Background: an optimization exercise with open tools, aiming at small area, a short achievable clock period and few clock cycles per item. Do not read the settings as production practice.
In this exercise RTL edits were held to simulation tests only and were not proved equivalent to the original.

== v16 ==
## pipelined_floating_point_multiplier
module pipelined_floating_point_multiplier #(
  parameter int unsigned EXPONENT_WIDTH   = 8,
  parameter int unsigned MANTISSA_WIDTH   = 23,
  parameter int unsigned ROUND_TO_NEAREST = 1
) (
  input  logic        clk,
  input  logic        rst,
  input  logic        in_valid,
  output logic        in_ready,
  input  logic [31:0] a,
  input  logic [31:0] b,
  output logic        out_valid,
  input  logic        out_ready,
  output logic [31:0] out,
  output logic        underflow_flag,
  output logic        overflow_flag,
  output logic        invalid_operation_flag
);
  logic en;
  logic r2_v;
  fpm_rdy u_rdy_port (.v(r2_v), .ordy(out_ready), .rdy(in_ready));
  fpm_rdy u_rdy_en   (.v(r2_v), .ordy(out_ready), .rdy(en));
  logic        a_s, b_s;
  logic [7:0]  a_e, b_e;
  logic [22:0] a_m, b_m;
  assign {a_s, a_e, a_m} = a;
  assign {b_s, b_e, b_m} = b;
  logic a_e1, b_e1, a_ez, b_ez;
  assign a_e1 = &a_e;
  assign b_e1 = &b_e;
  assign a_ez = ~|a_e;
  assign b_ez = ~|b_e;
  logic [25:0] yy;
  logic [11:0] c_bone, c_btwo, c_bneg;
  assign yy = {1'b1, b_m, 1'b0};
  always_comb begin
    for (int k = 0; k < 12; k++) begin
      c_bone[k] = yy[2*k+1] ^ yy[2*k];
      c_btwo[k] = (yy[2*k+2] & ~yy[2*k+1] & ~yy[2*k]) | (~yy[2*k+2] & yy[2*k+1] & yy[2*k]);
      c_bneg[k] = yy[2*k+2];
    end
  end
  logic        r0_v;
  logic        r0_s;
  logic        r0_a_e1, r0_a_ez, r0_b_e1, r0_b_ez;
  logic [8:0]  r0_es;
  logic [22:0] r0_ma;
  logic [11:0] r0_bone, r0_btwo, r0_bneg;
  always_ff @(posedge clk or posedge rst) begin
    if (rst)     r0_v <= 1'b0;
    else if (en) r0_v <= in_valid;
  end
  always_ff @(posedge clk) begin
    if (en) begin
      r0_s    <= a_s ^ b_s;
      r0_a_e1 <= a_e1;
      r0_a_ez <= a_ez;
      r0_b_e1 <= b_e1;
      r0_b_ez <= b_ez;
      r0_es   <= {1'b0, a_e} + {1'b0, b_e};
      r0_ma   <= a_m;
      r0_bone <= c_bone;
      r0_btwo <= c_btwo;
      r0_bneg <= c_bneg;
    end
  end
  logic [47:15] ps, pc;
  logic         pcin;
  fpm_sigmul u_mul (.x(r0_ma), .bone(r0_bone), .btwo(r0_btwo), .bneg(r0_bneg),
                    .s(ps), .c(pc), .cin(pcin));
  logic [22:0] ym;
  always_comb begin
    for (int k = 0; k < 12; k++) begin
  ...
For scale: ~200 flip-flops, roughly 110 I/O pins, about 23000 um2 of cells after synthesis.
Settings: LEC_CHECK=0, CAP_MARGIN=20, CORE_MARGIN=2, CORE_UTILIZATION=40, SETUP_SLACK_MARGIN=5.0, SLEW_MARGIN=20, SYNTH_HIERARCHICAL=1; clock period 9.0 ns.
standard.sh (not shown) runs the stock make flow with config.mk's settings and CLKGATE_MAP_FILE= SYNTH_SCRIPT=/design/flow/synth_recipe.tcl, a recipe that flattens the netlist after the stock synthesis.
==> flow/flow/run.sh <==
#!/bin/bash
# Standard layout, with the port buffers as buf_1 cells instead of the
# default choice. Each tool's output goes to a log file in this folder.
set -e

export BUFFER_PORTS_ARGS="-buffer_cell sky130_fd_sc_hd__buf_1"
bash standard.sh > standard.log 2>&1
v16 completed end to end with timing, DRC and antenna clean.
Testbench counts of v16, summed over its fixed seeds: cycles 12,024, items 12,000.
Setup changes, v16 to v11
# v16
export LEC_CHECK = 0
export CAP_MARGIN = 20
export CORE_MARGIN = 2
export CORE_UTILIZATION = 40
export SETUP_SLACK_MARGIN = 5.0
export SLEW_MARGIN = 20
export SYNTH_HIERARCHICAL = 1
create_clock -name core_clock -period 9.0 [get_ports {clk}]
# v11
export LEC_CHECK = 0
export CAP_MARGIN = 20
export CORE_MARGIN = 2
export CORE_UTILIZATION = 40
export SETUP_SLACK_MARGIN = 4.95
export SLEW_MARGIN = 20
export SYNTH_HIERARCHICAL = 1
create_clock -name core_clock -period 9.0 [get_ports {clk}]
Findings:
Relative to v16, the total via count in the routed design of v11 is lower by about 1.3%. | net count reported at finish | v11 vs v16 | ≈ equal |. The final-layout worst hold slack of v11 exceeds that of v16 by 0.0034 ns. Per the comparison of v11 with v16, count of buffer and inverter cells on the critical path went down; non-clock buffer count went down.

-- afterwards: timing with drivers on the ports --
In the flow no input, the clock included, has a driving cell. The finished layouts below were timed again as built, in two steps.
Step 1 (the two cells are an assumption about what drives the block):
set clk [get_ports {clk}]
set_driving_cell -lib_cell sky130_fd_sc_hd__clkbuf_16 $clk
set_driving_cell -lib_cell sky130_fd_sc_hd__buf_2 [delete_from_list [all_inputs] $clk]
Step 2, shift: input delay + t, output delay - t, t = (earliest + latest rising clock arrival at the registers) / 2. This alone moves slack from input paths to output paths.
a / b / c = ideal ports / drivers / drivers and shift; a / b = the first two.
| run | shift t [ns] | slack for setup (ns) | clock arrival spread, ns |
|---|---|---|---|
| v16 | 0.545 | 5.059 / 5.036 / 5.036 | 0.019 / 0.018 |
| v11 | 0.549 | 5.053 / 5.034 / 5.034 | 0.024 / 0.024 |
After both steps setup and hold are still met in every run listed. For v16, which loses most, drivers alone change the setup slack by -0.023 ns; drivers and shift together by -0.023 ns.
